Optimization exercise on an open flow, not production practice.
RTL: at most simulated, not proved equivalent.
Function not checked: runs 5 and 6.
Power: default activity.

===== design/flow/standard.sh =====
#!/bin/bash
# synth_recipe.tcl (not shown) runs the flow's synth.tcl, then flattens the netlist and writes it again
# the make line also repeats each setting of config.mk as NAME=value (left out here)
make -C /OpenROAD-flow-scripts/flow DESIGN_CONFIG=/design/flow/config.mk WORK_HOME=/design/flow/orfs CLKGATE_MAP_FILE= SYNTH_SCRIPT=/design/flow/synth_recipe.tcl "${@:-finish}"

===== design/flow/flow/polopt.py =====
#!/usr/bin/env python3
"""Rewrite a flat gate netlist (Yosys write_verilog of sky130hd cells) so that full
adders take whichever polarity needs the fewest inverters. A full adder is
self-dual: FA(~a,~b,~c) = (~sum, ~cout). Inverters are removed, each full adder
gets a polarity flag, and one shared inverter is put back for every net whose
complement some pin then needs."""
import re, sys, collections

src = open(sys.argv[1]).read()
out_path = sys.argv[2]

m = re.search(r'^module\s+(\S+)\s*\((.*?)\);', src, re.S | re.M)
body_start = m.end()
end_idx = src.rindex('endmodule')
header = src[:body_start]
body = src[body_start:end_idx]

decl_re = re.compile(r'^\s*(input|output|wire|inout)\b[^;]*;', re.M)
cell_re = re.compile(r'^\s*(sky130_fd_sc_hd__\w+)\s+(\S+)\s*\((.*?)\);', re.S | re.M)
pin_re = re.compile(r'\.(\w+)\(\s*(.*?)\s*\)\s*(?:,|$)', re.S)

decls = [d.group(0) for d in decl_re.finditer(body)]
ports = set()
for d in decls:
    mm = re.match(r'\s*(input|output|inout)\s*(\[[^\]]*\])?\s*(\S+?)\s*;', d)
    if mm:
        ports.add(mm.group(3))
cells = []
for c in cell_re.finditer(body):
    pins = [(p, n.strip()) for p, n in pin_re.findall(c.group(3) + ',')]
    cells.append([c.group(1), c.group(2), pins])
rest = cell_re.sub('', decl_re.sub('', body)).strip()
if rest:
    sys.exit('unexpected netlist content: ' + rest[:200])

OUTP = {'X', 'Y', 'Q', 'Q_N', 'SUM', 'COUT', 'HI', 'LO'}
def base_port(net):
    n = net.lstrip('\\').split('[')[0].strip()
    return n
def is_port_net(net):
    return base_port(net) in ports

is_inv = lambda t: re.match(r'sky130_fd_sc_hd__(inv|clkinv)_\d+$', t) is not None
is_fa = lambda t: re.match(r'sky130_fd_sc_hd__fa_\d+$', t) is not None
# xor2/xnor2 take an inverted input by swapping one for the other (same area)
is_x = lambda t: re.match(r'sky130_fd_sc_hd__x(n?)or2_\d+$', t) is not None

driver = {}
for i, (t, n, pins) in enumerate(cells):
    for p, net in pins:
        if p in OUTP:
            driver[net] = (i, p)

# Inverters we can dissolve: output not a port net.
dissolve = set()
for i, (t, n, pins) in enumerate(cells):
    if is_inv(t):
        y = dict(pins)['Y']
        if not is_port_net(y) and not y.startswith("1'"):
            dissolve.add(i)

def root(net):
    """(root net, parity) following dissolved inverters."""
    par = 0
    seen = 0
    while net in driver and driver[net][0] in dissolve:
        net = dict(cells[driver[net][0]][2])['A']
        par ^= 1
        seen += 1
        if seen > 100: break
    return net, par

# Pins of kept cells, as literals
uses = []   # (cell index, pin, root, parity)
for i, (t, n, pins) in enumerate(cells):
    if i in dissolve: continue
    for p, net in pins:
        if p in OUTP: continue
        if net.startswith("1'") or net == '':
            continue
        r, par = root(net)
        uses.append((i, p, r, par))
# Port nets driven by dissolved inverters never happen (excluded). Output port nets
# read as themselves.

fa_cells = [i for i, c in enumerate(cells) if is_fa(c[0]) and i not in dissolve]
flip = collections.defaultdict(int)
# FAs driving a port net are not flipped
noflip = set()
for i in fa_cells:
    for p, net in cells[i][2]:
        if p in OUTP and is_port_net(net): noflip.add(i)

def drv_flip(r):
    d = driver.get(r)
    return flip[d[0]] if d else 0

uses_by_root = collections.defaultdict(list)
uses_by_cell = collections.defaultdict(list)
for u in uses:
    uses_by_root[u[2]].append(u)
    uses_by_cell[u[0]].append(u)

def need(u):
    i, p, r, par = u
    return par ^ flip[i] * is_fa(cells[i][0]) ^ drv_flip(r)

def root_cost(r):
    return 1 if any(need(u) and not is_x(cells[u[0]][0]) for u in uses_by_root[r]) else 0

def cost_all():
    return sum(root_cost(r) for r in uses_by_root)

before = sum(1 for i in dissolve)
cur = cost_all()
print('inverters before', before, 'after dissolving, needed', cur, file=sys.stderr)
improved = True
it = 0
while improved and it < 50:
    improved = False
    it += 1
    for i in fa_cells:
        if i in noflip: continue
        roots = set(u[2] for u in uses_by_cell[i])
        outs = [net for p, net in cells[i][2] if p in OUTP]
        roots |= set(outs)
        old = sum(root_cost(r) for r in roots)
        flip[i] ^= 1
        new = sum(root_cost(r) for r in roots)
        if new < old:
            improved = True
        else:
            flip[i] ^= 1
print('inverters needed after flipping', cost_all(), 'flipped', sum(flip[i] for i in fa_cells), file=sys.stderr)

# Emit
inv_net = {}
new_decls = []
new_cells = []
k = 0
for r in uses_by_root:
    if root_cost(r):
        k += 1
        nn = f'_polinv{k}_'
        inv_net[r] = nn
        new_decls.append(f'  wire {nn};')
        new_cells.append(f'  sky130_fd_sc_hd__inv_1 _polinv_cell{k}_ (\n    .A({r}' + (' ' if r.startswith('\\') else '') + f'),\n    .Y({nn})\n  );')
use_map = {}
xpar = collections.defaultdict(int)
for u in uses:
    if is_x(cells[u[0]][0]):
        use_map[(u[0], u[1])] = u[2]
        xpar[u[0]] ^= need(u)
    else:
        use_map[(u[0], u[1])] = inv_net[u[2]] if need(u) else u[2]
for i, par in xpar.items():
    if par:
        t = cells[i][0]
        if '__xor2_' in t:
            cells[i][0] = t.replace('__xor2_', '__xnor2_')
            cells[i][2] = [('Y' if p == 'X' else p, x) for p, x in cells[i][2]]
        else:
            cells[i][0] = t.replace('__xnor2_', '__xor2_')
            cells[i][2] = [('X' if p == 'Y' else p, x) for p, x in cells[i][2]]
lines = []
for i, (t, n, pins) in enumerate(cells):
    if i in dissolve: continue
    ps = []
    for p, net in pins:
        if p not in OUTP and (i, p) in use_map:
            net = use_map[(i, p)]
        ps.append(f'    .{p}({net}' + (' ' if net.startswith('\\') else '') + ')')
    lines.append(f'  {t} {n} (\n' + ',\n'.join(ps) + '\n  );')
with open(out_path, 'w') as f:
    f.write(header + '\n' + '\n'.join(decls) + '\n' + '\n'.join(new_decls) + '\n' + '\n'.join(lines) + '\n' + '\n'.join(new_cells) + '\nendmodule\n')

===== design/flow/config.mk =====
export PLATFORM = sky130hd
export DESIGN_NAME = cluster_centroid_n
export DESIGN_NICKNAME = cluster_centroid_n
export VERILOG_FILES = /design/flow/design.v
export SDC_FILE = /design/flow/constraint.sdc
export NUM_CORES = 4
export LEC_CHECK = 0
export CAP_MARGIN = 20
export CORE_MARGIN = 2
export CORE_UTILIZATION = 70
export CTS_CLUSTER_DIAMETER = 90
export CTS_CLUSTER_SIZE = 26
export GPL_TIMING_DRIVEN = 0
export SLEW_MARGIN = 20

===== design/flow/flow/muxopt.py =====
#!/usr/bin/env python3
"""Rewrite a flat gate netlist (Yosys write_verilog of sky130hd cells): each
2:1 multiplexer cell becomes an AND-OR cell of the same function, which is
smaller: mux2 (X = S ? A1 : A0) -> a22o (X = S&A1 | ~S&A0), mux2i -> a22oi.
One inverter per select net gives ~S."""
import re, sys

src = open(sys.argv[1]).read()
out_path = sys.argv[2]
m = re.search(r'^module\s+(\S+)\s*\((.*?)\);', src, re.S | re.M)
body_start = m.end()
end_idx = src.rindex('endmodule')
header = src[:body_start]
body = src[body_start:end_idx]
decl_re = re.compile(r'^\s*(input|output|wire|inout)\b[^;]*;', re.M)
cell_re = re.compile(r'^\s*(sky130_fd_sc_hd__\w+)\s+(\S+)\s*\((.*?)\);', re.S | re.M)
pin_re = re.compile(r'\.(\w+)\(\s*(.*?)\s*\)\s*(?:,|$)', re.S)
decls = [d.group(0) for d in decl_re.finditer(body)]
cells = []
for c in cell_re.finditer(body):
    pins = [(p, n.strip()) for p, n in pin_re.findall(c.group(3) + ',')]
    cells.append([c.group(1), c.group(2), pins])
rest = cell_re.sub('', decl_re.sub('', body)).strip()
if rest:
    sys.exit('unexpected netlist content: ' + rest[:200])

def net(n):
    return n + (' ' if n.startswith('\\') else '')

nsel = {}
new_decls, new_cells, lines = [], [], []
count = 0
for t, n, pins in cells:
    mm = re.match(r'sky130_fd_sc_hd__(mux2i?)_\d+$', t)
    if mm:
        d = dict(pins)
        s = d['S']
        if s.startswith("1'"):
            mm = None
    if mm:
        if s not in nsel:
            k = len(nsel) + 1
            nsel[s] = f'_muxopt_nsel{k}_'
            new_decls.append(f'  wire {nsel[s]};')
            new_cells.append(f'  sky130_fd_sc_hd__inv_1 _muxopt_inv{k}_ (\n    .A({net(s)}),\n    .Y({nsel[s]})\n  );')
        inv = mm.group(1) == 'mux2i'
        newt = 'sky130_fd_sc_hd__a22oi_1' if inv else 'sky130_fd_sc_hd__a22o_1'
        outp = 'Y' if inv else 'X'
        lines.append(f'  {newt} {n} (\n    .A1({net(s)}),\n    .A2({net(d["A1"])}),\n    .B1({nsel[s]}),\n    .B2({net(d["A0"])}),\n    .{outp}({net(d[outp])})\n  );')
        count += 1
        continue
    ps = [f'    .{p}({net(x)})' for p, x in pins]
    lines.append(f'  {t} {n} (\n' + ',\n'.join(ps) + '\n  );')
print(f'multiplexers rewritten: {count}, select inverters: {len(nsel)}', file=sys.stderr)
with open(out_path, 'w') as f:
    f.write(header + '\n' + '\n'.join(decls) + '\n' + '\n'.join(new_decls) + '\n' + '\n'.join(lines) + '\n' + '\n'.join(new_cells) + '\nendmodule\n')

===== design/flow/constraint.sdc =====
create_clock -name core_clock -period 8.0 [get_ports {clk}]
set_input_delay 1.6000 -clock core_clock [delete_from_list [all_inputs] [get_ports {clk}]]
set_output_delay 1.6000 -clock core_clock [all_outputs]
set_load 0.01 [all_outputs]

===== design/flow/design.v =====
module cluster_centroid_n #(
  parameter int IMG_WIDTH    = 640,
  parameter int IMG_HEIGHT   = 480,
  parameter int NUM_CLUSTERS = 3,
  parameter int COLOR_W      = 12,
  parameter int DIST_THRESH  = 64,
  parameter int MIN_COUNT    = 4,
  localparam int XW = $clog2(IMG_WIDTH),
  localparam int YW = $clog2(IMG_HEIGHT),
  localparam int IW = (NUM_CLUSTERS > 1) ? $clog2(NUM_CLUSTERS) : 1
) (
  input  logic                         clk,
  input  logic                         rst,
  input  logic signed [COLOR_W-1:0]    pixel_r,
  input  logic signed [COLOR_W-1:0]    pixel_g,
  input  logic signed [COLOR_W-1:0]    pixel_b,
  input  logic                         pixel_valid,
  input  logic [XW-1:0]                x,
  input  logic [YW-1:0]                y,
  input  logic                         ref_wr_en,
  input  logic [IW-1:0]                ref_wr_idx,
  input  logic signed [COLOR_W-1:0]    ref_wr_r,
  input  logic signed [COLOR_W-1:0]    ref_wr_g,
  input  logic signed [COLOR_W-1:0]    ref_wr_b,
  output logic [NUM_CLUSTERS*XW-1:0]   centroid_x,
  output logic [NUM_CLUSTERS*YW-1:0]   centroid_y,
  output logic [NUM_CLUSTERS-1:0]      found,
  output logic                         frame_done,
  output logic                         busy,
  output logic                         overrun
);
  localparam int CW    = $clog2(IMG_WIDTH * IMG_HEIGHT + 1);
  localparam int SUM_W = $clog2(IMG_WIDTH * IMG_WIDTH * IMG_HEIGHT);
  localparam int SW    = $clog2(2 * NUM_CLUSTERS + 1);
  localparam int BW    = $clog2(SUM_W);
  localparam int NDIV  = 2 * NUM_CLUSTERS;
  localparam int CH_W  = NDIV * SUM_W;            
  localparam logic [SW-1:0] LOAD_SEL = SW'(NDIV);
  localparam logic [BW-1:0] LAST_BIT = BW'(SUM_W - 1);
  function automatic logic [7:0] chan_dist(
    input logic [COLOR_W-1:0] a,
    input logic [COLOR_W-1:0] b
  );
    logic [6:0] u;
    logic [5:0] xu;
    logic c, cx, x0, x1, xm1, hz, hm;
    c = 1'b0;
    for (int i = 0; i < 7; i++) begin
      logic ai;
      ai = ~a[i];
      u[i] = ai ^ b[i] ^ c;
      c = (ai & b[i]) | (ai & c) | (b[i] & c);
    end
    cx = 1'b0;
    for (int i = 0; i < 6; i++) begin
      logic ai, bi;
      ai = ~a[i > 4 ? COLOR_W-1 : 7 + i];
      bi = b[i > 4 ? COLOR_W-1 : 7 + i];
      xu[i] = ai ^ bi ^ cx;
      cx = (ai & bi) | (ai & cx) | (bi & cx);
    end
    x0  = xu == '1;
    x1  = xu == 6'b111110;
    xm1 = xu == '0;
    hz  = c ? x1 : x0;    
    hm  = c ? x0 : xm1;   
    chan_dist = {(hz && (u[6] || u[5:0] == '1)) || (hm && !u[6]), ~u[6], u[5:0] ^ {6{u[6]}}};
  endfunction
  logic signed [COLOR_W-1:0] r_ref_r [NUM_CLUSTERS];
  logic signed [COLOR_W-1:0] r_ref_g [NUM_CLUSTERS];
  logic signed [COLOR_W-1:0] r_ref_b [NUM_CLUSTERS];
  logic [7:0]              w_d  [NUM_CLUSTERS];
  logic [NUM_CLUSTERS-1:0] w_in;
  logic [NUM_CLUSTERS-1:0] w_cls;
  logic [NUM_CLUSTERS-1:0] r_hit;
  logic                    r_eof, r_s2_eof;
  logic [XW-1:0]           r_x;
  logic [YW-1:0]           r_y;
  localparam int SCW = $clog2(NDIV * SUM_W + 3);
  logic             w_frz;
  logic [CW-1:0]    r_cnt [NUM_CLUSTERS];
  logic [SCW-1:0]   r_scnt [NUM_CLUSTERS];
  logic [SCW-1:0]   w_fin_scnt [NUM_CLUSTERS];
  logic [SUM_W-1:0] r_sx  [NUM_CLUSTERS];
  logic [SUM_W-1:0] r_sy  [NUM_CLUSTERS];
  logic [CW-1:0]    w_fin_cnt [NUM_CLUSTERS];
  logic [SUM_W-1:0] w_fin_sx  [NUM_CLUSTERS];
  logic [SUM_W-1:0] w_fin_sy  [NUM_CLUSTERS];
  logic [CH_W:0]    r_ch;
  logic [CH_W-1:0]  w_ch_load;
  logic             r_busy;
  logic [SW-1:0]    r_sel;
  logic [BW-1:0]    r_bit;
  logic [CW-1:0]    r_rem;
  logic             w_load, w_div, w_last, w_idle_nx, w_snap, w_ge;
  logic [CW-1:0]    w_divisor;
  logic [CW:0]      w_rem_sh;
  logic [CW-1:0]    w_rem_nx;
  logic [NUM_CLUSTERS*XW-1:0] r_centroid_x;
  logic [NUM_CLUSTERS*YW-1:0] r_centroid_y;
  logic [NUM_CLUSTERS-1:0]    r_found;
  logic                       r_frame_done, r_overrun;
  always_ff @(posedge clk) begin
    if (rst) begin
      for (int k = 0; k < NUM_CLUSTERS; k++) begin
        r_ref_r[k] <= COLOR_W'(50  + 450 * k);
        r_ref_g[k] <= COLOR_W'(100 + 450 * k);
        r_ref_b[k] <= COLOR_W'(150 + 450 * k);
      end
    end else begin
      for (int k = 0; k < NUM_CLUSTERS; k++) begin
        if (ref_wr_en && ref_wr_idx == IW'(k)) begin
          r_ref_r[k] <= ref_wr_r;
          r_ref_g[k] <= ref_wr_g;
          r_ref_b[k] <= ref_wr_b;
        end
      end
    end
  end
  always_comb begin
    for (int k = 0; k < NUM_CLUSTERS; k++) begin
      logic [7:0] dr, dg, db;
      dr = chan_dist(pixel_r, r_ref_r[k]);
      dg = chan_dist(pixel_g, r_ref_g[k]);
      db = chan_dist(pixel_b, r_ref_b[k]);
      w_d[k]  = 8'(dr[5:0]) + 8'(dg[5:0]) + 8'(db[5:0]) + 8'(dr[6]) + 8'(dg[6]) + 8'(db[6]);
      w_in[k] = dr[7] && dg[7] && db[7] && w_d[k] <= 8'(DIST_THRESH);
    end
  end
  always_comb begin
    logic le01, le02, le12;
    le01 = w_d[0][6:0] <= w_d[1][6:0];
    le02 = w_d[0][6:0] <= w_d[2][6:0];
    le12 = w_d[1][6:0] <= w_d[2][6:0];
    w_cls[0] = w_in[0] && (!w_in[1] || le01) && (!w_in[2] || le02);
    w_cls[1] = w_in[1] && !(w_in[0] && le01) && (!w_in[2] || le12);
    w_cls[2] = w_in[2] && !(w_in[0] && le02) && !(w_in[1] && le12);
  end
  always_ff @(posedge clk) begin
    r_hit    <= (rst || !pixel_valid) ? '0 : w_cls;
    r_eof    <= !rst && pixel_valid && x == XW'(IMG_WIDTH - 1) && y == YW'(IMG_HEIGHT - 1);
    r_s2_eof <= !rst && r_eof;
    r_x      <= x;
    r_y      <= y;
  end
  function automatic logic [SUM_W-1:0] acc_add(
    input logic [SUM_W-1:0] acc,
    input logic [XW-1:0]    v
  );
    logic [SUM_W-1:0] r;
    logic c;
    c = 1'b0;
    for (int i = 0; i < XW; i++) begin
      r[i] = acc[i] ^ v[i] ^ c;
      c = (acc[i] & v[i]) | (acc[i] & c) | (v[i] & c);
    end
    for (int i = XW; i < SUM_W; i++) begin
      if (i == (XW + SUM_W) / 2) c = c & (&acc[(XW + SUM_W) / 2 - 1:XW]);
      r[i] = acc[i] ^ c;
      if (i != (XW + SUM_W) / 2 - 1) c = acc[i] & c;
    end
    acc_add = r;
  endfunction
  always_comb begin
    for (int k = 0; k < NUM_CLUSTERS; k++) begin
      logic c;
      c = r_hit[k] && !w_frz;
      for (int i = 0; i < CW; i++) begin
        w_fin_cnt[k][i] = r_cnt[k][i] ^ c;
        c = r_cnt[k][i] & c;
      end
      c = r_hit[k] && w_frz;
      for (int i = 0; i < SCW; i++) begin
        w_fin_scnt[k][i] = r_scnt[k][i] ^ c;
        c = r_scnt[k][i] & c;
      end
      w_fin_sx[k] = acc_add(r_sx[k], r_hit[k] ? r_x : '0);
      w_fin_sy[k] = acc_add(r_sy[k], r_hit[k] ? XW'(r_y) : '0);
    end
  end
  always_ff @(posedge clk) begin
    for (int k = 0; k < NUM_CLUSTERS; k++) begin
      if (rst || r_eof) begin
        r_sx[k]  <= '0;
        r_sy[k]  <= '0;
      end else begin
        r_sx[k]  <= w_fin_sx[k];
        r_sy[k]  <= w_fin_sy[k];
      end
      if (rst)         r_cnt[k] <= '0;
      else if (w_load) r_cnt[k] <= CW'(w_fin_scnt[k]);
      else             r_cnt[k] <= w_fin_cnt[k];
      if (rst || r_eof || w_load) r_scnt[k] <= '0;
      else                        r_scnt[k] <= w_fin_scnt[k];
    end
  end
  assign w_frz = r_busy || r_s2_eof;
  assign w_load    = r_busy && r_sel == LOAD_SEL;
  assign w_div     = r_busy && !w_load;
  assign w_last    = r_bit == LAST_BIT;
  assign w_idle_nx = (!r_busy && !r_s2_eof) || w_load;
  assign w_snap    = r_eof && w_idle_nx;
  always_comb begin
    for (int k = 0; k < NUM_CLUSTERS; k++) begin
      w_ch_load[CH_W - (2*k+1)*SUM_W +: SUM_W] = w_fin_sx[k];
      w_ch_load[CH_W - (2*k+2)*SUM_W +: SUM_W] = w_fin_sy[k];
    end
  end
  always_comb begin
    logic [CW:0] nd, diff, d0, d1;
    logic c, c0, c1;
    w_divisor = r_cnt[r_sel[SW-1] ? NUM_CLUSTERS-1 : int'(r_sel[SW-2])];
    w_rem_sh  = {r_rem, r_ch[CH_W]};
    nd = ~{1'b0, w_divisor};
    c  = 1'b1;
    for (int i = 0; i < CW/2; i++) begin
      diff[i] = w_rem_sh[i] ^ nd[i] ^ c;
      c = (w_rem_sh[i] & nd[i]) | (w_rem_sh[i] & c) | (nd[i] & c);
    end
    c0 = 1'b0;
    c1 = 1'b1;
    for (int i = CW/2; i <= CW; i++) begin
      d0[i] = w_rem_sh[i] ^ nd[i] ^ c0;
      c0 = (w_rem_sh[i] & nd[i]) | (w_rem_sh[i] & c0) | (nd[i] & c0);
      d1[i] = w_rem_sh[i] ^ nd[i] ^ c1;
      c1 = (w_rem_sh[i] & nd[i]) | (w_rem_sh[i] & c1) | (nd[i] & c1);
    end
    for (int i = CW/2; i <= CW; i++) diff[i] = c ? d1[i] : d0[i];
    d0[CW/2-1:0] = '0;
    d1[CW/2-1:0] = '0;
    w_ge     = c ? c1 : c0;
    w_rem_nx = w_ge ? diff[CW-1:0] : w_rem_sh[CW-1:0];
  end
  always_ff @(posedge clk) begin
    r_ch[CH_W] <= r_ch[CH_W-1];
    if (w_snap) r_ch[CH_W-1:0] <= w_ch_load;
    else        r_ch[CH_W-1:0] <= {r_ch[CH_W-2:0], w_ge};
    r_rem <= (!w_div || w_last) ? '0 : w_rem_nx;
  end
  always_ff @(posedge clk) begin
    if (rst) begin
      r_busy       <= 1'b0;
      r_sel        <= '0;
      r_bit        <= '0;
      r_frame_done <= 1'b0;
      r_overrun    <= 1'b0;
      r_found      <= '0;
      r_centroid_x <= '0;
      r_centroid_y <= '0;
    end else begin
      r_frame_done <= w_load;
      if (r_s2_eof && r_busy) r_overrun <= 1'b1;
      if (!r_busy) begin
        if (r_s2_eof) begin
          r_busy <= 1'b1;
          r_sel  <= '0;
          r_bit  <= '0;
        end
      end else if (w_load) begin
        r_busy <= 1'b0;
        for (int k = 0; k < NUM_CLUSTERS; k++) begin
          r_found[k] <= r_cnt[k] >= CW'(MIN_COUNT);
          if (r_cnt[k] >= CW'(MIN_COUNT)) begin
            r_centroid_x[k*XW +: XW] <= r_ch[CH_W - (2*k+1)*SUM_W +: XW];
            r_centroid_y[k*YW +: YW] <= r_ch[CH_W - (2*k+2)*SUM_W +: YW];
          end
        end
      end else if (w_last) begin
        r_bit <= '0;
        r_sel <= r_sel + SW'(1);
      end else begin
        r_bit <= r_bit + BW'(1);
      end
    end
  end
  assign centroid_x = r_centroid_x;
  assign centroid_y = r_centroid_y;
  assign found      = r_found;
  assign frame_done = r_frame_done;
  assign busy       = r_busy;
  assign overrun    = r_overrun;
endmodule

===== design/flow/flow/run.sh =====
#!/bin/bash
# The standard synthesis; then two rewrites of the gate netlist that keep
# its function and its registers: each 2:1 multiplexer cell becomes the
# smaller AND-OR cell of the same function (muxopt.py), and each full adder is
# set in the polarity that needs the fewest inverters (polopt.py); then the standard flow's
# standard layout, with the smallest buffer on the ports and power recovery
# (downsizing gates off the critical paths) after global routing.
# Every tool writes its full output to a log file in this folder.
set -euo pipefail
export BUFFER_PORTS_ARGS="-buffer_cell sky130_fd_sc_hd__buf_1"
export RECOVER_POWER=100
R="$PWD/orfs/results/${FLOW_PLATFORM}/cluster_centroid_n/base"
bash standard.sh "$R/1_2_yosys.v" > flow_synth.log 2>&1
cp "$R/1_2_yosys.v" "$R/1_2_yosys.std.v"
python3 flow/muxopt.py "$R/1_2_yosys.std.v" "$R/1_2_yosys.mux.v" > flow_muxopt.log 2>&1
python3 flow/polopt.py "$R/1_2_yosys.mux.v" "$R/1_2_yosys.pol.v" > flow_polopt.log 2>&1
mv "$R/1_2_yosys.pol.v" "$R/1_2_yosys.v"
bash standard.sh > flow_make.log 2>&1

==> results of run 1 <==
==> metrics by stage <==
stage,TNS (ps),worst slack (ps)
after floorplan,0,35.44
after detailed placement,-13990,-964.8
final,0,221.7
after global routing,-50.05,-33.45
after CTS,0,0.9184
after global placement,-9374,-748.7
==> path summary, 6_finish.rpt <==
kind	startpoint	end	depth (start not counted)
setup / recovery	pixel_b[0]	r_hit[0]$_SDFF_PN0_	21
hold reg to reg	r_ch[167]$_DFF_P_	r_ch[168]$_DFF_P_	0
hold / removal	r_ch[167]$_DFF_P_	r_ch[168]$_DFF_P_	0
setup reg to reg	r_hit[1]$_SDFF_PN0_	r_ch[111]$_DFF_P_	32
==> worst max-delay path, stage by stage <==
cell,delay (ps)
buf_1,120
inv_1,110
ha_1,230
fa_1,380
fa_1,380
fa_1,390
fa_1,400
fa_2,420
fa_2,700
xnor2_1,130
fa_1,490
inv_1,40
ha_1,350
fa_2,440
a21o_1,190
a21oi_1,270
xor2_2,330
nand4b_1,160
a2111oi_2,700
o221ai_1,260
o2111a_1,200
==> layer usage <==
| metal | vias to the layer above | GRT usage |
|---|---|---|
| li1 | 10250 | - |
| met1 | 10760 | 0.4304 |
| met2 | 796 | 0.5934 |
| met3 | 195 | 0.05204 |
| met4 | 0 | 0.1479 |
| met5 | - | 0 |
==> where the power goes <==
part	internal [W]	total [W]	switching [W]	leakage [nW]
registers	0.00321	0.00324	0.0000253	5.18
clock network	0.000712	0.00174	0.00103	0.414
logic	0.00159	0.00378	0.00219	8.55
total	0.00552	0.00876	0.00324	14.1
==> final cells by class <==
class	count	area, um^2	share of cell area
diodes	3	7.507	0.0002320
well taps	539	674.4	0.02084
plain buffers	126	539.3	0.01667
inverters	166	623.1	0.01926
multi-input cells	1952	16190	0.5003
flip-flops and latches	640	12820	0.3962
clock buffers	31	775.7	0.02398
clock inverters	6	77.57	0.002398
repair buffers	166	653.1	0.02019
==> what timing repair did <==
item,in CTS,in global routing
setup buffers,1,7
gates cloned,0,0
setup endpoints to repair,46,33
pin swaps,3,18
gates resized for setup,43,45
==> registers in the layout (all words and copies together), names as in the netlist, 24 cells and up <==
register / cells
r_centroid_x: 30
r_cnt: 57
r_ref_b: 36
r_ref_r: 36
r_ref_g: 36
r_centroid_y: 27
r_sy: 84
r_sx: 84
r_ch: 169
r_scnt: 24
==> qor.yml, run 1 <==
route:
  drt_iter0_drc: 1607
  wl_per_cell_um: 20.85
  drc: 0
  top_layer_used: "met4"
  vias: 22000
  routed-wl-met2_um: 36470
  via_per_inst: 6.063
  wl_met1_um: 30200
  firstDrtPassIters: 6
  drtAntennaViolNets: 0
  wirelength_um: 75670
  met3WireLength_um: 5296
cells_and_area:
  area_delta_synth_final_pct: 8.020
  layout_commonest_cell: "dfxtp_1"
  final_cells: 3629
  most-common-layout-cells: "637 x dfxtp_1, 286 x nand2_1, 268 x ha_1"
  layout.nets: 3616
  final_area_um2: 32350
  drive_gt1_frac: 0.04891
  fill_cells: 2964
  final_core_util: 0.7679
job:
  max_cap_viol_count: 0
clocking:
  clk_latency_ps: 620
  cts_sinks: 640
  h-tree-depth: 1
  hold_buffers: 0
  path_clk_slew_ps: 110
  clk_path_buf_depth: 3
  cts_buffers: 30
  cts_root_buf: "clkbuf_16"
  cts_tree: "done"
logic_synthesis:
  syn_avg_cell_area_um2: 10.36
  syn_nets: 3424
  syn_inst: 2890
  yosys_warnings: 13
  syn_area_um2: 29950
worst_setup_path:
  critPathMaxFanout: 6
  cp-end-kind: "flip-flop"
  cp_data_arrival_time_ps: 8300
  ff2ff_setup_slack_ps: 250
  cp-start-kind: "input pin"
  critPathRequiredTime_ps: 8520
  path_class: "input pin to flip-flop"
floorplan:
  coreArea_um2: 42130
  dieArea_um2: 44460
  die_width_um: 210.9
  die_y_um: 210.9
  row_count: 75
  initial_core_util: 0.7109
  io_pins: 160
global_route:
  grt_pass1_wl_um: 118500
  overflow: 0
  antenna_found_initial: 2
  grt_max_degree: 27
  grtUsageTotal: 0.3435
  grt_pass1_vias: 22340
timing:
  tightestPinTransition_ps: 1149
  clock.fmax_mhz: 128.6
  period_share: 0.9723
  whs_ps: 337.1
  finalClockSkew_ps: 32.37
  hold_viol_final: 0
  maxSlewHeadroom: 0.2339
  period_needed_ps: 7778
  drv_slew: 0
  setup_viol: 0
placement:
  placed_area_um2: 31220
  dp_hpwl_um: 58400
  place_congestion: 0.9856
  place.port_buffers: 158
  placedCellCount: 3587
power:
  peakVddDrop_mv: 0.4556
  power.leakage_nw: 14.14
  pwr_density_cell_nw_per_um2: 270.7
  power_w: 0.008757
status:
  status: "no timing/DRC/antenna violations"
hold_path:
  hp-class: "flip-flop to flip-flop"
==> inputs of run 2 (changes only) <==
--- a/design/flow/config.mk
+++ b/design/flow/config.mk
@@ -7,8 +7,8 @@
 export LEC_CHECK = 0
 export CAP_MARGIN = 20
 export CORE_MARGIN = 2
-export CORE_UTILIZATION = 70
-export CTS_CLUSTER_DIAMETER = 90
-export CTS_CLUSTER_SIZE = 26
+export CORE_UTILIZATION = 75
+export CTS_CLUSTER_DIAMETER = 100
+export CTS_CLUSTER_SIZE = 24
 export GPL_TIMING_DRIVEN = 0
 export SLEW_MARGIN = 20
==> run 2 against run 1 <==
Net effect: non-clock buffer count up 2; clock power about the same; critical endpoint is now r_hit[1]$_SDFF_PN0_; sequential power is essentially flat; fmax decreased by 1.1%; routed wire length increased by 4.2%; register-to-register slack worse by 50 ps; clock skew is 17 ps lower; largest power group unchanged; design area increased by 0.12%; clock-buffer cell count unchanged; hold slack improved by 14 ps; global-route usage grew 3.5 points.
==> qor.yml, run 2 <==
route:
  drc: 0  # unchanged
  vias: 22480  # was 22,000
  wl_per_cell_um: 21.84  # was 20.85 um
  drt_iter0_drc: 1867  # was 1,607
  wirelength_um: 78890  # was 75,670 um
  firstDrtPassIters: 9  # was 6
  drtAntennaViolNets: 0  # unchanged
  via_per_inst: 6.225  # was 6.063
global_route:
  grt_max_degree: 25  # was 27
  grtUsageTotal: 0.3787  # was 0.3435
  grt_pass1_wl_um: 122100  # was 118,500 um
  antenna_found_initial: 2  # unchanged
  grt_pass1_vias: 23150  # was 22,340
  overflow: 0  # unchanged
logic_synthesis:
  syn_nets: 3424  # unchanged
  syn_avg_cell_area_um2: 10.36  # unchanged
  syn_inst: 2890  # unchanged
  syn_area_um2: 29950  # unchanged
  yosys_warnings: 13  # unchanged
timing:
  period_needed_ps: 7862  # was 7778 ps
  period_share: 0.9828  # was 0.9723
  maxSlewHeadroom: 0.2837  # was 0.2339
  clock.fmax_mhz: 127.2  # was 128.6 MHz
  tightestPinTransition_ps: 1074  # was 1149 ps
  finalClockSkew_ps: 15.20  # was 32.37 ps
  rsz0062_at_grt: "yes"
  drv_slew: 0  # unchanged
  timing.final.ws_setup_ps: 137.7  # was 221.7 ps
  hold_viol_final: 0  # unchanged
  setup_viol: 0  # unchanged
  whs_ps: 350.8  # was 337.1 ps
worst_setup_path:
  cp-end-kind: "flip-flop"  # unchanged
  critPathTopFamily: "adder cells"  # unchanged
  cp_data_arrival_time_ps: 8370  # was 8300 ps
  cp_common_cell: "fa_1"  # unchanged
  cpPeakStageDelay_ps: 690  # was 700 ps
  cp-start-kind: "input pin"  # unchanged
  slowest_stage: "fa_2"  # unchanged
  critPathMaxFanout: 5  # was 6
  cp_num_buf_inv: 4  # was 3
  critPathRequiredTime_ps: 8510  # was 8520 ps
  path_class: "input pin to flip-flop"  # unchanged
cells_and_area:
  area_delta_synth_final_pct: 8.146  # was 8.020%
  reg.largest.list: "r_ch x169, r_sx x84, r_sy x84"  # unchanged
  layout.nets: 3618  # was 3,616
  largest_reg_flops: 169  # unchanged
  drive_gt1_frac: 0.05284  # was 0.04891
  top_register: "r_ch"  # unchanged
  most-common-layout-cells: "638 x dfxtp_1, 286 x nand2_1, 262 x ha_1"  # was 637 x dfxtp_1, 286 x nand2_1, 268 x ha_1
  final_core_util: 0.8190  # was 0.7679
  layout_commonest_cell: "dfxtp_1"  # unchanged
floorplan:
  row_count: 73  # was 75
  die_y_um: 203.8  # was 210.9 um
  die_width_um: 203.8  # was 210.9 um
  initial_core_util: 0.7573  # was 0.7109
  coreArea_um2: 39550  # was 42,130 um^2
  io_pins: 160  # unchanged
  dieArea_um2: 41550  # was 44,460 um^2
clocking:
  path_clk_slew_ps: 90  # was 110 ps
  cts_tree: "done"  # unchanged
  cts_buffers: 30  # unchanged
  h-tree-depth: 1  # unchanged
  clk_path_buf_depth: 3  # unchanged
  cts_root_buf: "clkbuf_16"  # unchanged
  clk_latency_ps: 620  # about the same
  hold_buffers: 0  # unchanged
  cts_sinks: 640  # unchanged
power:
  peakVddDrop_mv: 0.3911  # was 0.4556 mV
  pwr_density_cell_nw_per_um2: 271.5  # was 270.7 nW/um^2
  power.leakage_nw: 14.10  # was 14.14 nW
job:
  max_cap_viol_count: 0  # unchanged
placement:
  place_congestion: 0.9738  # was 0.9856
  place.port_buffers: 158  # unchanged
  dp_slack_ps: -956.7  # was -964.8 ps
  dp_hpwl_um: 59110  # was 58,400 um
hold_path:
  hp-class: "flip-flop to flip-flop"  # unchanged
status:
  status: "no timing/DRC/antenna violations"  # unchanged
[run 2: changes by cell type in the layout (fill, tap and decap cells not counted), sizes merged]
| cell | delta |
|---|---|
| clkinv | -3 |
| inv | -2 |
| diode | -1 |
| buf | +3 |
| bufinv | +2 |
| clkbuf | -1 |
| clkinvlp | -1 |
[run 2: worst reg2reg max path, delay by kind of cell, from the launching register on]
kind,cells,cell delay [ps]
simple gates,3,280
xor+xnor,1,180
fa+ha+maj,26,6550
compound gates,1,100
buf+inv,1,170
flops,1,350
[run 2: area by class of cell]
class,instances,area (um^2)
Antenna cell,2,5.005
Buffer,127,554.3
Clock buffer,31,775.7
Clock inverter,2,60.06
Fill cell,2477,7157
Inverter,166,623.1
Multi-Input combinational cell,1952,16240
Sequential cell,640,12810
Tap cell,525,656.9
Timing Repair Buffer,167,660.6
[run 2: what timing repair did]
| item | CTS | global route |
|---|---|---|
| setup buffers | 0 | 9 |
| setup endpoints to repair | 48 | 34 |
| gates resized for setup | 53 | 52 |
| pin swaps | 7 | 28 |
[run 2: metal layers]
metal,share of wire,global-route usage,vias up,wire (um)
li1,-,-,10230,-
met1,0.37,0.4518,11030,29570
met2,0.49,0.6515,939,38590
met3,0.079,0.07207,288,6226
met4,0.057,0.1981,0,4506
met5,0,0,-,0
[run 2: worst paths after layout]
check	start	endpoint	cells after the start	slack, ps
max	pixel_b[0]	r_hit[1]$_SDFF_PN0_	25	140
min	r_ch[167]$_DFF_P_	r_ch[168]$_DFF_P_	0	350
max reg2reg	r_hit[1]$_SDFF_PN0_	r_ch[83]$_DFF_P_	32	200
min reg2reg	r_ch[167]$_DFF_P_	r_ch[168]$_DFF_P_	0	350
[run 2: power breakdown]
part           internal, W  switching, W  leakage [nW]
clock             0.000754      0.000991         0.410
combinational      0.00158       0.00223          8.51
sequential         0.00321     0.0000265          5.18
total              0.00555       0.00324          14.1
[run 2: stage by stage]
stage	setup TNS, ps	area (um^2)	cells	power (W)
global placement	-8596	31210	3573	0.006622
floorplan	0	29960	2890	0.005937
detailed placement	-14890	31210	3573	0.006864
CTS	0	32180	3603	0.008600
finish	0	32390	3612	0.008794
global route	-205.7	32390	3612	0.009347
==> inputs of run 3 (changes only) <==
--- a/design/flow/design.v
+++ b/design/flow/design.v
@@ -148,14 +148,15 @@
     input logic [XW-1:0]    v
   );
     logic [SUM_W-1:0] r;
-    logic c;
+    logic c, c_lo;
     c = 1'b0;
     for (int i = 0; i < XW; i++) begin
       r[i] = acc[i] ^ v[i] ^ c;
       c = (acc[i] & v[i]) | (acc[i] & c) | (v[i] & c);
     end
+    c_lo = c;
     for (int i = XW; i < SUM_W; i++) begin
-      if (i == (XW + SUM_W) / 2) c = c & (&acc[(XW + SUM_W) / 2 - 1:XW]);
+      if (i == (XW + SUM_W) / 2) c = c_lo & (&acc[(XW + SUM_W) / 2 - 1:XW]);
       r[i] = acc[i] ^ c;
       if (i != (XW + SUM_W) / 2 - 1) c = acc[i] & c;
     end
==> run 3 against run 2 <==
Net effect: global-route usage decreased by 0.067 points; combinational power up 5.8%; clock-buffer cell count grew 1; still clean on timing, DRC and antenna; final cell count down 0.44%; highest routed layer unchanged; flip-flop and latch count unchanged; routed wire length is 0.49% lower.
==> qor.yml, run 3 <==
status:
  status: "no timing/DRC/antenna violations"  # unchanged
cells_and_area:
  most-common-layout-cells: "640 x dfxtp_1, 313 x nand2_1, 270 x ha_1"  # was 638 x dfxtp_1, 286 x nand2_1, 262 x ha_1
  regArea_um2: 12810  # about the same
  layout_commonest_cell: "dfxtp_1"  # unchanged
  final_core_util: 0.8091  # was 0.8190
  reg.largest.list: "r_ch x169, r_sx x84, r_sy x84"  # unchanged
  multi_input_area_um2: 16100  # was 16,240 um^2
  top_register: "r_ch"  # unchanged
  layout.nets: 3600  # was 3,618
  area_delta_synth_final_pct: 6.834  # was 8.146%
  largest_reg_flops: 169  # unchanged
  final_cells: 3596  # was 3,612
  drive_gt1_frac: 0.02445  # was 0.05284
  fill_cells: 2500  # was 2,477
  final_area_um2: 32000  # was 32,390 um^2
clocking:
  cts_sinks: 640  # unchanged
  cts_tree: "done"  # unchanged
  clk_latency_ps: 620  # about the same
  clk_path_buf_depth: 3  # unchanged
  cts_root_buf: "clkbuf_16"  # unchanged
  cts_buffers: 30  # unchanged
  h-tree-depth: 1  # unchanged
  path_clk_slew_ps: 90  # about the same
worst_setup_path:
  critPathRequiredTime_ps: 8460  # was 8510 ps
  reg2reg_to: "r_rem[15]$_SDFF_PP0_"  # was r_ch[83]$_DFF_P_
  cp_data_arrival_time_ps: 8230  # was 8370 ps
  ff2ff_setup_slack_ps: 470  # was 200 ps
  cp-end-kind: "flip-flop"  # unchanged
  cpPeakStageDelay_ps: 490  # was 690 ps
  startpoint: "pixel_b[0]"  # unchanged
  cp_num_buf_inv: 4  # unchanged
  worstReg2RegStart: "r_sel[2]$_SDFFE_PP0P_"  # was r_hit[1]$_SDFF_PN0_
  worst-r2r-cell-count: 23  # was 32
  cp-start-kind: "input pin"  # unchanged
  setup.worst_path.end: "r_hit[2]$_SDFF_PN0_"  # was r_hit[1]$_SDFF_PN0_
  path_class: "input pin to flip-flop"  # unchanged
  critPathMaxFanout: 9  # was 5
  critPathTopFamily: "adder cells"  # unchanged
  slowest_stage: "fa_1"  # was fa_2
  cp.depth: 25  # unchanged
  cp_common_cell: "fa_1"  # unchanged
route:
  drc: 0  # unchanged
  wl_per_cell_um: 21.83  # was 21.84 um
  drtAntennaViolNets: 0  # unchanged
  via_per_inst: 6.185  # was 6.225
  drt_iter0_drc: 1717  # was 1,867
  vias: 22240  # was 22,480
  wirelength_um: 78500  # was 78,890 um
  firstDrtPassIters: 6  # was 9
floorplan:
  die_width_um: 203.8  # about the same
  row_count: 73  # unchanged
  io_pins: 160  # unchanged
  dieArea_um2: 41550  # about the same
  coreArea_um2: 39550  # unchanged
  die_y_um: 203.8  # about the same
  initial_core_util: 0.7573  # about the same
job:
  max_cap_viol_count: 0  # unchanged
timing:
  timing.final.ws_setup_ps: 229.1  # was 137.7 ps
  finalClockSkew_ps: 16.58  # was 15.20 ps
  hold_viol_final: 0  # unchanged
  setup_viol: 0  # unchanged
  period_needed_ps: 7771  # was 7862 ps
  maxSlewHeadroom: 0.08594  # was 0.2837
  clock.fmax_mhz: 128.7  # was 127.2 MHz
  period_share: 0.9714  # was 0.9828
  tightestPinTransition_ps: 1353  # was 1074 ps
  drv_slew: 0  # unchanged
  rsz0062_at_grt: "no"  # was yes
logic_synthesis:
  syn_nets: 3412  # was 3,424
  syn_area_um2: 29950  # about the same
  syn_inst: 2878  # was 2,890
  yosys_warnings: 13  # unchanged
  syn_avg_cell_area_um2: 10.41  # was 10.36 um^2
power:
  power.leakage_nw: 13.99  # was 14.10 nW
  p_switching_w: 0.003396  # was 0.003243 W
  p_seq_frac: 0.362  # was 0.369
  combPwrFrac: 0.450  # was 0.433
  peakVddDrop_mv: 0.4034  # was 0.3911 mV
  clockPowerShare: 0.189  # was 0.198
  internal_power_w: 0.005558  # was 0.005551 W
  pwr_density_cell_nw_per_um2: 279.8  # was 271.5 nW/um^2
  p_sw_frac: 0.3793  # was 0.3688
placement:
  dp_hpwl_um: 60030  # was 59,110 um
  placed_area_um2: 31220  # was 31,210 um^2
  place.port_buffers: 159  # was 158
  placedCellCount: 3563  # was 3,573
  dp_slack_ps: -674.1  # was -956.7 ps
  place_congestion: 0.9665  # was 0.9738
hold_path:
  holdPathStages: 0  # unchanged
  hp-class: "flip-flop to flip-flop"  # unchanged
global_route:
  grtUsageTotal: 0.3780  # was 0.3787
  overflow: 0  # unchanged
  grt_pass1_vias: 22710  # was 23,150
  antenna_found_initial: 4  # was 2
  grt_pass1_wl_um: 121500  # was 122,100 um
  grt_max_degree: 25  # unchanged
## run 3: cell count changes in the layout (fill, tap and decap cells not counted), moves of 15 or more
| cell | change |
|---|---|
| fa_1 | +54 |
| fa_2 | -54 |
| and2_0 | +42 |
| and2_1 | -39 |
| nand2_1 | +27 |
| inv_1 | -26 |
| xor2_1 | +20 |
| a21oi_1 | -17 |
| nand4_1 | +16 |
| xnor2_1 | -15 |
## run 3: per-layer routing
layer  up-vias  GRT usage  part of all wire
met5         -          0                 0
met4         0     0.1773             0.049
met3       201    0.04592             0.067
met2       859     0.6567              0.49
met1     10940     0.4713              0.39
li1      10240          -                 -
## run 3: power by group through the flow
| stage | clock network [W] | logic, W | registers, W |
|---|---|---|---|
| floorplan | 0 | 0.00288 | 0.00330 |
| finish | 0.00169 | 0.00403 | 0.00324 |
| detailed placement | 0 | 0.00381 | 0.00331 |
| global placement | 0 | 0.00367 | 0.00331 |
| CTS | 0.00169 | 0.00386 | 0.00324 |
| global route | 0.00179 | 0.00446 | 0.00324 |
## run 3: how the worst min path moves through the flow
stage | endpoint | start
after floorplan | r_ch[168]$_DFF_P_ | r_ch[167]$_DFF_P_
after global placement | r_ch[168]$_DFF_P_ | r_ch[167]$_DFF_P_
after detailed placement | r_ch[168]$_DFF_P_ | r_ch[167]$_DFF_P_
after CTS | r_ch[168]$_DFF_P_ | r_ch[167]$_DFF_P_
after global routing | r_ch[168]$_DFF_P_ | r_ch[167]$_DFF_P_
final | r_ch[168]$_DFF_P_ | r_ch[167]$_DFF_P_
## run 3: timing repair
| item | in CTS | in global routing |
|---|---|---|
| cloned | 0 | 0 |
| setup buffers | 0 | 0 |
| pin swaps | 0 | 0 |
| hold buffers | 0 | 0 |
| gates resized for setup | 0 | 7 |
| setup endpoints to repair | 3 | 3 |
## run 3: cell type report
| cell class | instances | share of cell area |
|---|---|---|
| Multi-Input combinational cell | 1972 | 0.5031 |
| Sequential cell | 640 | 0.4004 |
| Clock buffer | 32 | 0.02467 |
| Tap cell | 525 | 0.02053 |
| Timing Repair Buffer | 160 | 0.01877 |
| Inverter | 140 | 0.01642 |
| Buffer | 122 | 0.01552 |
| Antenna cell | 4 | 0.0003128 |
| Clock inverter | 1 | 0.0002737 |
## run 3: stage by stage
stage               TNS (ps)  power, W  hold slack, ps
finish                     0  0.008955           416.1
global placement       -1789  0.006978           388.7
CTS                        0  0.008787           403.1
floorplan                  0  0.006183           309.6
global route               0  0.009499           399.6
detailed placement     -1942  0.007123           390.7
==> inputs of run 4 (changes only) <==
--- a/design/flow/config.mk
+++ b/design/flow/config.mk
@@ -7,8 +7,8 @@
 export LEC_CHECK = 0
 export CAP_MARGIN = 20
 export CORE_MARGIN = 2
-export CORE_UTILIZATION = 75
-export CTS_CLUSTER_DIAMETER = 100
-export CTS_CLUSTER_SIZE = 24
+export CORE_UTILIZATION = 70
+export CTS_CLUSTER_DIAMETER = 90
+export CTS_CLUSTER_SIZE = 26
 export GPL_TIMING_DRIVEN = 0
 export SLEW_MARGIN = 20
==> run 4 against run 3 <==
Net effect: still clean; non-clock buffer count up 2; setup slack better by 26 ps; flip-flop and latch count unchanged.
==> qor.yml, run 4 <==
clocking:
  clk_latency_ps: 640  # was 620 ps
  hold_buffers: 0  # unchanged
  cts_buffers: 29  # was 30
  path_clk_slew_ps: 100  # was 90 ps
  cts_tree: "done"  # unchanged
  cts_sinks: 640  # unchanged
  clk_path_buf_depth: 3  # unchanged
  h-tree-depth: 1  # unchanged
  cts_root_buf: "clkbuf_16"  # unchanged
global_route:
  grt_pass1_vias: 22540  # was 22,710
  grt_pass1_wl_um: 120800  # was 121,500 um
  overflow: 0  # unchanged
  grtUsageTotal: 0.3491  # was 0.3780
  grt_max_degree: 27  # was 25
  antenna_found_initial: 0  # was 4
cells_and_area:
  layout_commonest_cell: "dfxtp_1"  # unchanged
  area_delta_synth_final_pct: 6.972  # was 6.834%
  regArea_um2: 12810  # unchanged
  final_core_util: 0.7604  # was 0.8091
  layout.nets: 3601  # was 3,600
  antenna_cells: 0  # was 4
  fill_cells: 2910  # was 2,500
  reg.largest.list: "r_ch x169, r_sx x84, r_sy x84"  # unchanged
  drive_gt1_frac: 0.02606  # was 0.02445
  largest_reg_flops: 169  # unchanged
  most-common-layout-cells: "640 x dfxtp_1, 313 x nand2_1, 270 x ha_1"  # unchanged
  multi_input_area_um2: 16130  # was 16,100 um^2
  top_register: "r_ch"  # unchanged
route:
  wirelength_um: 76750  # was 78,500 um
  via_per_inst: 6.129  # was 6.185
  wl_per_cell_um: 21.27  # was 21.83 um
  drt_iter0_drc: 1939  # was 1,717
  drtAntennaViolNets: 0  # unchanged
  firstDrtPassIters: 6  # unchanged
  vias: 22120  # was 22,240
  drc: 0  # unchanged
job:
  max_cap_viol_count: 0  # unchanged
logic_synthesis:
  syn_nets: 3412  # unchanged
  syn_inst: 2878  # unchanged
  yosys_warnings: 13  # unchanged
  syn_avg_cell_area_um2: 10.41  # unchanged
  syn_area_um2: 29950  # unchanged
power:
  pwr_density_cell_nw_per_um2: 277.9  # was 279.8 nW/um^2
  power.leakage_nw: 14.02  # was 13.99 nW
  peakVddDrop_mv: 0.3725  # was 0.4034 mV
timing:
  clock.fmax_mhz: 129.1  # was 128.7 MHz
  period_needed_ps: 7745  # was 7771 ps
  rsz0062_at_grt: "no"  # unchanged
  drv_slew: 0  # unchanged
  finalClockSkew_ps: 16.18  # was 16.58 ps
  whs_ps: 398.3  # was 416.1 ps
  tns_ps: 0  # unchanged
  tightestPinTransition_ps: 1096  # was 1353 ps
  period_share: 0.9681  # was 0.9714
  setup_viol: 0  # unchanged
  hold_viol_final: 0  # unchanged
  maxSlewHeadroom: 0.2676  # was 0.08594
  timing.final.ws_setup_ps: 255.1  # was 229.1 ps
floorplan:
  initial_core_util: 0.7109  # was 0.7573
  row_count: 75  # was 73
  io_pins: 160  # unchanged
  die_y_um: 210.9  # was 203.8 um
  coreArea_um2: 42130  # was 39,550 um^2
  die_width_um: 210.9  # was 203.8 um
  dieArea_um2: 44460  # was 41,550 um^2
placement:
  dp_hpwl_um: 59680  # was 60,030 um
  dp_slack_ps: -603.5  # was -674.1 ps
  place.port_buffers: 159  # unchanged
  place_congestion: 0.9479  # was 0.9665
worst_setup_path:
  cp-start-kind: "input pin"  # unchanged
  cp_common_cell: "fa_1"  # unchanged
  path_class: "input pin to flip-flop"  # unchanged
  critPathRequiredTime_ps: 8500  # was 8460 ps
  cpPeakStageDelay_ps: 450  # was 490 ps
  cp-end-kind: "flip-flop"  # unchanged
  cp_data_arrival_time_ps: 8250  # was 8230 ps
  cp_num_buf_inv: 5  # was 4
  slowest_stage: "fa_1"  # unchanged
  critPathTopFamily: "adder cells"  # unchanged
  critPathMaxFanout: 9  # unchanged
status:
  status: "no timing/DRC/antenna violations"  # unchanged
hold_path:
  hp-class: "flip-flop to flip-flop"  # unchanged
run 4: final cells by class:
class                           instances  share of cell area
Clock buffer                           30             0.02277
Buffer                                122             0.01527
Timing Repair Buffer                  162             0.01921
Clock inverter                          4            0.001992
Tap cell                              539             0.02105
Inverter                              140             0.01640
Sequential cell                       640              0.3999
Multi-Input combinational cell       1972              0.5034
run 4: stage by stage:
| stage | area (um^2) | std cells | power [W] |
|---|---|---|---|
| floorplan | 29950 | 2878 | 0.006183 |
| global placement | 31220 | 3576 | 0.006985 |
| detailed placement | 31240 | 3577 | 0.007143 |
| CTS | 32030 | 3611 | 0.008813 |
| global route | 32040 | 3609 | 0.009542 |
| finish | 32040 | 3609 | 0.008905 |
run 4: report_power, final:
group	total (W)	switching, W	internal [W]	leakage, nW
clock network	0.00169	0.00102	0.000668	0.385
logic	0.00397	0.00234	0.00163	8.46
registers	0.00324	0.0000251	0.00322	5.18
total	0.00891	0.00339	0.00552	14.0
run 4: worst paths after layout:
| path | startpoint | endpoint | slack [ps] | cells after the start |
|---|---|---|---|---|
| worst min register to register | r_ch[167]$_DFF_P_ | r_ch[168]$_DFF_P_ | 400 | 0 |
| worst min-delay path | r_ch[167]$_DFF_P_ | r_ch[168]$_DFF_P_ | 400 | 0 |
| worst max register to register | r_sel[2]$_SDFFE_PP0P_ | r_rem[3]$_SDFF_PP0_ | 400 | 23 |
| worst max-delay path | pixel_b[0] | r_hit[0]$_SDFF_PN0_ | 260 | 25 |
run 4: metal layers:
layer	part of all wire	track usage	up-vias	wire length, um
met5	0	0	-	0
met1	0.41	0.4457	10900	31280
met4	0.053	0.1615	0	4062
li1	-	-	10250	-
met2	0.48	0.5961	772	36570
met3	0.063	0.04252	209	4849
run 4: repair_timing:
action                                  in CTS  in global routing
gates resized for setup                      0                 10
endpoints found under the setup margin       0                  3
buffers inserted                             0                  2
==> inputs of run 5 (changes only) <==
--- a/design/flow/design.v
+++ b/design/flow/design.v
@@ -37,6 +37,7 @@
   localparam int CH_W  = NDIV * SUM_W;            
   localparam logic [SW-1:0] LOAD_SEL = SW'(NDIV);
   localparam logic [BW-1:0] LAST_BIT = BW'(SUM_W - 1);
+  localparam int DSPLIT = CW - 9;                   
   function automatic logic [7:0] chan_dist(
     input logic [COLOR_W-1:0] a,
     input logic [COLOR_W-1:0] b
@@ -214,21 +215,21 @@
     w_rem_sh  = {r_rem, r_ch[CH_W]};
     nd = ~{1'b0, w_divisor};
     c  = 1'b1;
-    for (int i = 0; i < CW/2; i++) begin
+    for (int i = 0; i < DSPLIT; i++) begin
       diff[i] = w_rem_sh[i] ^ nd[i] ^ c;
       c = (w_rem_sh[i] & nd[i]) | (w_rem_sh[i] & c) | (nd[i] & c);
     end
     c0 = 1'b0;
     c1 = 1'b1;
-    for (int i = CW/2; i <= CW; i++) begin
+    for (int i = DSPLIT; i <= CW; i++) begin
       d0[i] = w_rem_sh[i] ^ nd[i] ^ c0;
       c0 = (w_rem_sh[i] & nd[i]) | (w_rem_sh[i] & c0) | (nd[i] & c0);
       d1[i] = w_rem_sh[i] ^ nd[i] ^ c1;
       c1 = (w_rem_sh[i] & nd[i]) | (w_rem_sh[i] & c1) | (nd[i] & c1);
     end
-    for (int i = CW/2; i <= CW; i++) diff[i] = c ? d1[i] : d0[i];
-    d0[CW/2-1:0] = '0;
-    d1[CW/2-1:0] = '0;
+    for (int i = DSPLIT; i <= CW; i++) diff[i] = c ? d1[i] : d0[i];
+    d0[DSPLIT-1:0] = '0;
+    d1[DSPLIT-1:0] = '0;
     w_ge     = c ? c1 : c0;
     w_rem_nx = w_ge ? diff[CW-1:0] : w_rem_sh[CW-1:0];
   end
==> run 5 against run 4 <==
Net effect: die area decreased by 0.44%; still clean on timing, DRC and antenna; hold slack got worse by 58 ps; sequential power is essentially flat; fmax is 0.90% lower; final cell count down 0.11%; sequential share of layout area grew 0.064 points; design area decreased by 0.16%; synthesized cell count is 0.14% lower; critical endpoint is now r_hit[1]$_SDFF_PN0_; first-iteration DRC count is 17% lower.
==> qor.yml, run 5 <==
clocking:
  clk_latency_ps: 620  # was 640 ps
  cts_tree: "done"  # unchanged
  path_clk_slew_ps: 100  # about the same
  cts_sinks: 640  # unchanged
  clk_path_buf_depth: 3  # unchanged
  cts_root_buf: "clkbuf_16"  # unchanged
  h-tree-depth: 1  # unchanged
  hold_buffers: 0  # unchanged
  cts_buffers: 29  # unchanged
logic_synthesis:
  yosys_warnings: 13  # unchanged
  syn_avg_cell_area_um2: 10.38  # was 10.41 um^2
  syn_inst: 2874  # was 2,878
  syn_nets: 3408  # was 3,412
  syn_area_um2: 29820  # was 29,950 um^2
hold_path:
  hp-class: "flip-flop to flip-flop"  # unchanged
  hold_start: "r_ch[167]$_DFF_P_"  # unchanged
worst_setup_path:
  cpPeakStageDelay_ps: 740  # was 450 ps
  path_class: "input pin to flip-flop"  # unchanged
  critPathMaxFanout: 9  # unchanged
  cp_num_buf_inv: 2  # was 5
  slowest_stage: "fa_2"  # was fa_1
  cp-start-kind: "input pin"  # unchanged
  worstReg2RegStart: "r_sel[2]$_SDFFE_PP0P_"  # unchanged
  cp_common_cell: "fa_1"  # unchanged
  startpoint: "pixel_r[0]"  # was pixel_b[0]
  cp_data_arrival_time_ps: 8340  # was 8250 ps
  worstPathCellList: "buf_1, inv_1, ha_1, fa_1, fa_1, fa_1, fa_1, fa_1, fa_2, xor2_2, fa_1, ha_1, fa_1, a211oi_1, o21bai_1, a21oi_1, xor2_1, ha_1, o22a_1, o31ai_2, nor2b_1, a2111oi_2"
  critPathTopFamily: "adder cells"  # unchanged
  critPathRequiredTime_ps: 8520  # was 8500 ps
  cp-end-kind: "flip-flop"  # unchanged
job:
  max_cap_viol_count: 0  # unchanged
route:
  wirelength_um: 75250  # was 76,750 um
  firstDrtPassIters: 8  # was 6
  drtAntennaViolNets: 0  # unchanged
  via_per_inst: 6.041  # was 6.129
  drt_iter0_drc: 1614  # was 1,939
  vias: 21780  # was 22,120
  wl_per_cell_um: 20.87  # was 21.27 um
  drc: 0  # unchanged
cells_and_area:
  fill_cells: 2960  # was 2,910
  largest_reg_flops: 169  # unchanged
  drive_gt1_frac: 0.02708  # was 0.02606
  layout_commonest_cell: "dfxtp_1"  # unchanged
  layout.nets: 3595  # was 3,601
  most-common-layout-cells: "640 x dfxtp_1, 316 x nand2_1, 268 x ha_1"  # was 640 x dfxtp_1, 313 x nand2_1, 270 x ha_1
  reg.largest.list: "r_ch x169, r_sx x84, r_sy x84"  # unchanged
  final_area_um2: 31990  # was 32,040 um^2
  top_register: "r_ch"  # unchanged
  area_delta_synth_final_pct: 7.276  # was 6.972%
global_route:
  grt_pass1_wl_um: 118600  # was 120,800 um
  grt.busiest_layer: "met2"  # unchanged
  grt_max_degree: 27  # unchanged
  grt_pass1_vias: 22460  # was 22,540
  grtUsageMet3: 0.05721  # was 0.04252
  overflow: 0  # unchanged
  use_met1: 0.4317  # was 0.4457
  antenna_found_initial: 1  # was 0
  use_met2: 0.5958  # was 0.5961
  grtUsageTotal: 0.3438  # was 0.3491
placement:
  dp_hpwl_um: 59010  # was 59,680 um
  placed_area_um2: 31090  # was 31,240 um^2
  place.port_buffers: 158  # was 159
  dp_slack_ps: -673.8  # was -603.5 ps
  place_congestion: 0.9715  # was 0.9479
timing:
  finalClockSkew_ps: 39.01  # was 16.18 ps
  period_needed_ps: 7815  # was 7745 ps
  tightestPinTransition_ps: 1164  # was 1096 ps
  setup_viol: 0  # unchanged
  hold_viol_final: 0  # unchanged
  period_share: 0.9769  # was 0.9681
  maxSlewHeadroom: 0.2136  # was 0.2676
  drv_slew: 0  # unchanged
  clock.fmax_mhz: 128.0  # was 129.1 MHz
  timing.final.ws_setup_ps: 185.1  # was 255.1 ps
power:
  peakVddDrop_mv: 0.3674  # was 0.3725 mV
  p_seq_frac: 0.373  # was 0.364
  internal_power_w: 0.005507  # was 0.005517 W
  p_switching_w: 0.003175  # was 0.003388 W
  pwr_density_cell_nw_per_um2: 271.4  # was 277.9 nW/um^2
  p_sw_frac: 0.3657  # was 0.3804
  combPwrFrac: 0.431  # was 0.446
  power_w: 0.008682  # was 0.008905 W
  clockPowerShare: 0.195  # was 0.190
  power.leakage_nw: 14.04  # was 14.02 nW
status:
  status: "no timing/DRC/antenna violations"  # unchanged
floorplan:
  die_width_um: 210.4  # was 210.9 um
  initial_core_util: 0.7093  # was 0.7109
  die_y_um: 210.4  # was 210.9 um
  dieArea_um2: 44260  # was 44,460 um^2
  coreArea_um2: 42040  # was 42,130 um^2
  row_count: 75  # unchanged
  io_pins: 160  # unchanged
run 5: per-stage QoR:
stage / hold slack, ps / std cells / utilization / setup TNS, ps
floorplan: 309.6 / 2874 / - / 0
detailed placement: 319.6 / 3572 / 0.7396 / -1794
CTS: 344.3 / 3606 / 0.7586 / 0
finish: 340.6 / 3605 / 0.7609 / 0
global route: 355.3 / 3604 / 0.7608 / -30.55
global placement: 312.9 / 3571 / 0.7395 / -1496
run 5: area by class of cell:
type	count	area, um^2	area share
flip-flops and latches	640	12810	0.4005
clock buffers	29	725.7	0.02269
clock inverters	6	78.83	0.002464
multi-input cells	1968	16080	0.5026
repair buffers	159	596.8	0.01866
inverters	136	510.5	0.01596
diodes	1	2.502	0.00007823
plain buffers	127	510.5	0.01596
well taps	539	674.4	0.02108
run 5: power groups by stage:
stage	clock network, W	logic, W	registers, W
after floorplan	0	0.00272	0.00330
after global placement	0	0.00337	0.00331
after detailed placement	0	0.00354	0.00331
after CTS	0.00171	0.00357	0.00324
after global routing	0.00182	0.00423	0.00324
final	0.00170	0.00374	0.00324
run 5: metal layers:
layer / vias to the layer above / share of wire
met4: 2 / 0.043
met2: 697 / 0.49
met3: 192 / 0.070
met1: 10710 / 0.40
met5: - / 0.00013
li1: 10180 / -
run 5: path summary, 6_finish.rpt:
| kind | end | slack (ps) | cells after the start |
|---|---|---|---|
| worst max register to register | r_rem[8]$_SDFF_PP0_ | 410 | 24 |
| worst max-delay path | r_hit[1]$_SDFF_PN0_ | 190 | 22 |
| worst min-delay path | r_ch[168]$_DFF_P_ | 340 | 0 |
| worst min register to register | r_ch[168]$_DFF_P_ | 340 | 0 |
run 5: repair_timing:
action / in CTS / in global routing
gates resized for setup: 0 / 24
pin swaps: 0 / 0
buffers inserted: 0 / 0
endpoints found under the setup margin: 1 / 19
==> inputs of run 6 (changes only) <==
--- a/design/flow/design.v
+++ b/design/flow/design.v
@@ -37,7 +37,7 @@
   localparam int CH_W  = NDIV * SUM_W;            
   localparam logic [SW-1:0] LOAD_SEL = SW'(NDIV);
   localparam logic [BW-1:0] LAST_BIT = BW'(SUM_W - 1);
-  localparam int DSPLIT = CW - 9;                   
+  localparam int DSPLIT = CW - 7;                   
   function automatic logic [7:0] chan_dist(
     input logic [COLOR_W-1:0] a,
     input logic [COLOR_W-1:0] b
==> run 6 against run 5 <==
Net effect: now fails the layout checks on max-capacitance violations, max-slew violations; clock skew down 6.5 ps; hold slack better by 11 ps; non-clock buffer count unchanged; global-route usage up 1.3 points; final cell count up 0.14%; highest routed layer is now met4.
==> qor.yml, run 6 <==
timing:
  finalClockSkew_ps: 32.53  # was 39.01 ps
  hold_viol_final: 0  # unchanged
  setup_viol: 0  # unchanged
  period_share: 0.9668  # was 0.9769
  maxSlewHeadroom: -0.3199  # was 0.2136
  period_needed_ps: 7735  # was 7815 ps
  drv_slew: 10  # was 0
  tightestPinTransition_ps: 1959  # was 1164 ps
  clock.fmax_mhz: 129.3  # was 128.0 MHz
power:
  pwr_density_cell_nw_per_um2: 284.7  # was 271.4 nW/um^2
  power.leakage_nw: 14.17  # was 14.04 nW
  peakVddDrop_mv: 0.3740  # was 0.3674 mV
logic_synthesis:
  syn_nets: 3406  # was 3,408
  yosys_warnings: 13  # unchanged
  syn_area_um2: 29730  # was 29,820 um^2
  syn_avg_cell_area_um2: 10.35  # was 10.38 um^2
cells_and_area:
  drive_gt1_frac: 0.03226  # was 0.02708
  layout.nets: 3599  # was 3,595
  largest_reg_flops: 169  # unchanged
  final_area_um2: 32070  # was 31,990 um^2
  final_core_util: 0.7645  # was 0.7609
  reg.largest.list: "r_ch x169, r_sx x84, r_sy x84"  # unchanged
  fill_cells: 2913  # was 2,960
  area_delta_synth_final_pct: 7.862  # was 7.276%
  most-common-layout-cells: "639 x dfxtp_1, 296 x nand2_1, 267 x ha_1"  # was 640 x dfxtp_1, 316 x nand2_1, 268 x ha_1
  top_register: "r_ch"  # unchanged
  regArea_um2: 12810  # about the same
  layout_commonest_cell: "dfxtp_1"  # unchanged
  multi_input_area_um2: 15920  # was 16,080 um^2
global_route:
  overflow: 0  # unchanged
  grtUsageTotal: 0.3564  # was 0.3438
  grt_pass1_vias: 22690  # was 22,460
  grt_pass1_wl_um: 121800  # was 118,600 um
  grt_max_degree: 27  # unchanged
route:
  wl_per_cell_um: 21.59  # was 20.87 um
  firstDrtPassIters: 6  # was 8
  drc: 0  # unchanged
  drt_iter0_drc: 1751  # was 1,614
  wirelength_um: 77940  # was 75,250 um
  drtAntennaViolNets: 0  # unchanged
clocking:
  clk_latency_ps: 640  # was 620 ps
  cts_root_buf: "clkbuf_16"  # unchanged
  path_clk_slew_ps: 100  # about the same
  hold_buffers: 0  # unchanged
  clk_path_buf_depth: 3  # unchanged
  cts_sinks: 640  # unchanged
  cts_buffers: 29  # unchanged
  h-tree-depth: 1  # unchanged
floorplan:
  initial_core_util: 0.7088  # was 0.7093
  io_pins: 160  # unchanged
  row_count: 75  # unchanged
  dieArea_um2: 44140  # was 44,260 um^2
  coreArea_um2: 41950  # was 42,040 um^2
  die_width_um: 210.1  # was 210.4 um
worst_setup_path:
  startpoint: "pixel_r[0]"  # unchanged
  worstReg2RegStart: "r_sel[1]$_SDFFE_PP0P_"  # was r_sel[2]$_SDFFE_PP0P_
  ff2ff_setup_slack_ps: 280  # was 410 ps
  cp-start-kind: "input pin"  # unchanged
  setup.worst_path.end: "r_hit[0]$_SDFF_PN0_"  # was r_hit[1]$_SDFF_PN0_
  critPathMaxFanout: 9  # unchanged
  cp_data_arrival_time_ps: 8280  # was 8340 ps
  path_class: "input pin to flip-flop"  # unchanged
  reg2reg_to: "r_rem[5]$_SDFF_PP0_"  # was r_rem[8]$_SDFF_PP0_
status:
  status: "failed layout checks"  # was no timing/DRC/antenna violations
  violations: "max-capacitance violations, max-slew violations"
placement:
  place.port_buffers: 158  # unchanged
  dp_hpwl_um: 59760  # was 59,010 um
  placed_area_um2: 31020  # was 31,090 um^2
  place_congestion: 0.9906  # was 0.9715
job:
  max_cap_viol_count: 1  # was 0
hold_path:
  hp-class: "flip-flop to flip-flop"  # unchanged
-- run 6: area by class of cell --
class | instances | area share
Multi-Input combinational cell | 1938 | 0.4964
Sequential cell | 640 | 0.3996
Clock buffer | 29 | 0.02263
Tap cell | 539 | 0.02103
Timing Repair Buffer | 169 | 0.02095
Inverter | 169 | 0.02002
Buffer | 117 | 0.01545
Clock inverter | 6 | 0.003551
Timing Repair inverter | 1 | 0.0002341
Antenna cell | 2 | 0.0001561
-- run 6: metrics by stage --
| step | setup TNS (ps) | total power [W] | worst slack [ps] | instances | hold slack [ps] |
|---|---|---|---|---|---|
| after detailed placement | -14430 | 0.006847 | -1120 | 3569 | 332.5 |
| after global placement | -11300 | 0.006684 | -1061 | 3569 | 315.2 |
| after global routing | -92.59 | 0.009736 | -59.95 | 3609 | 359.7 |
| after CTS | 0 | 0.008724 | 24.35 | 3601 | 354.8 |
| after floorplan | 0 | 0.005942 | 0.7958 | 2872 | 309.6 |
| final | 0 | 0.009130 | 265.2 | 3610 | 351.9 |
-- run 6: worst max-delay path: stages --
cell and delay (ps):
buf_1 80, inv_1 110, ha_1 250, fa_1 430
fa_1 430, fa_1 430, fa_1 440, fa_1 400
inv_1 80, fa_2 540, xor2_1 220, fa_1 550
inv_1 50, ha_1 330, ha_1 310, a211oi_2 280
o21ai_2 130, a211oi_2 350, inv_1 80, ha_1 290
nor2b_1 130, o21ai_0 130, o21ai_0 120, o22ai_2 180
nor2_1 90, nor4b_2 270
-- run 6: power by group --
part,switching (W),internal [W],total [W],leakage (nW)
Sequential,0.0000251,0.00321,0.00324,5.18
Combinational,0.00241,0.00173,0.00414,8.59
Clock,0.00102,0.000731,0.00175,0.411
Total,0.00346,0.00567,0.00913,14.2
-- run 6: worst min-delay path by stage --
stage | startpoint | to | slack [ps] | cells after the start
after floorplan | r_ch[167]$_DFF_P_ | r_ch[168]$_DFF_P_ | 310 | 0
after global placement | r_ch[167]$_DFF_P_ | r_ch[168]$_DFF_P_ | 320 | 0
after detailed placement | r_ch[167]$_DFF_P_ | r_ch[168]$_DFF_P_ | 330 | 0
after CTS | r_ch[167]$_DFF_P_ | r_ch[168]$_DFF_P_ | 350 | 0
after global routing | r_ch[167]$_DFF_P_ | r_ch[168]$_DFF_P_ | 360 | 0
final | r_ch[167]$_DFF_P_ | r_ch[168]$_DFF_P_ | 350 | 0
-- run 6: metal layers --
metal / global-route usage / vias to the layer above / wire length, um
li1: - / 10140 / -
met1: 0.4432 / 10730 / 30710
met2: 0.5960 / 797 / 36630
met3: 0.07271 / 213 / 6293
met4: 0.1734 / 0 / 4306
met5: 0 / - / 0
-- run 6: what timing repair did --
item                       in CTS  in global routing
cloned                          0                  1
setup endpoints to repair      23                 21
gates resized for setup        15                 35
setup buffers                   2                  9
pin swaps                       2                 12
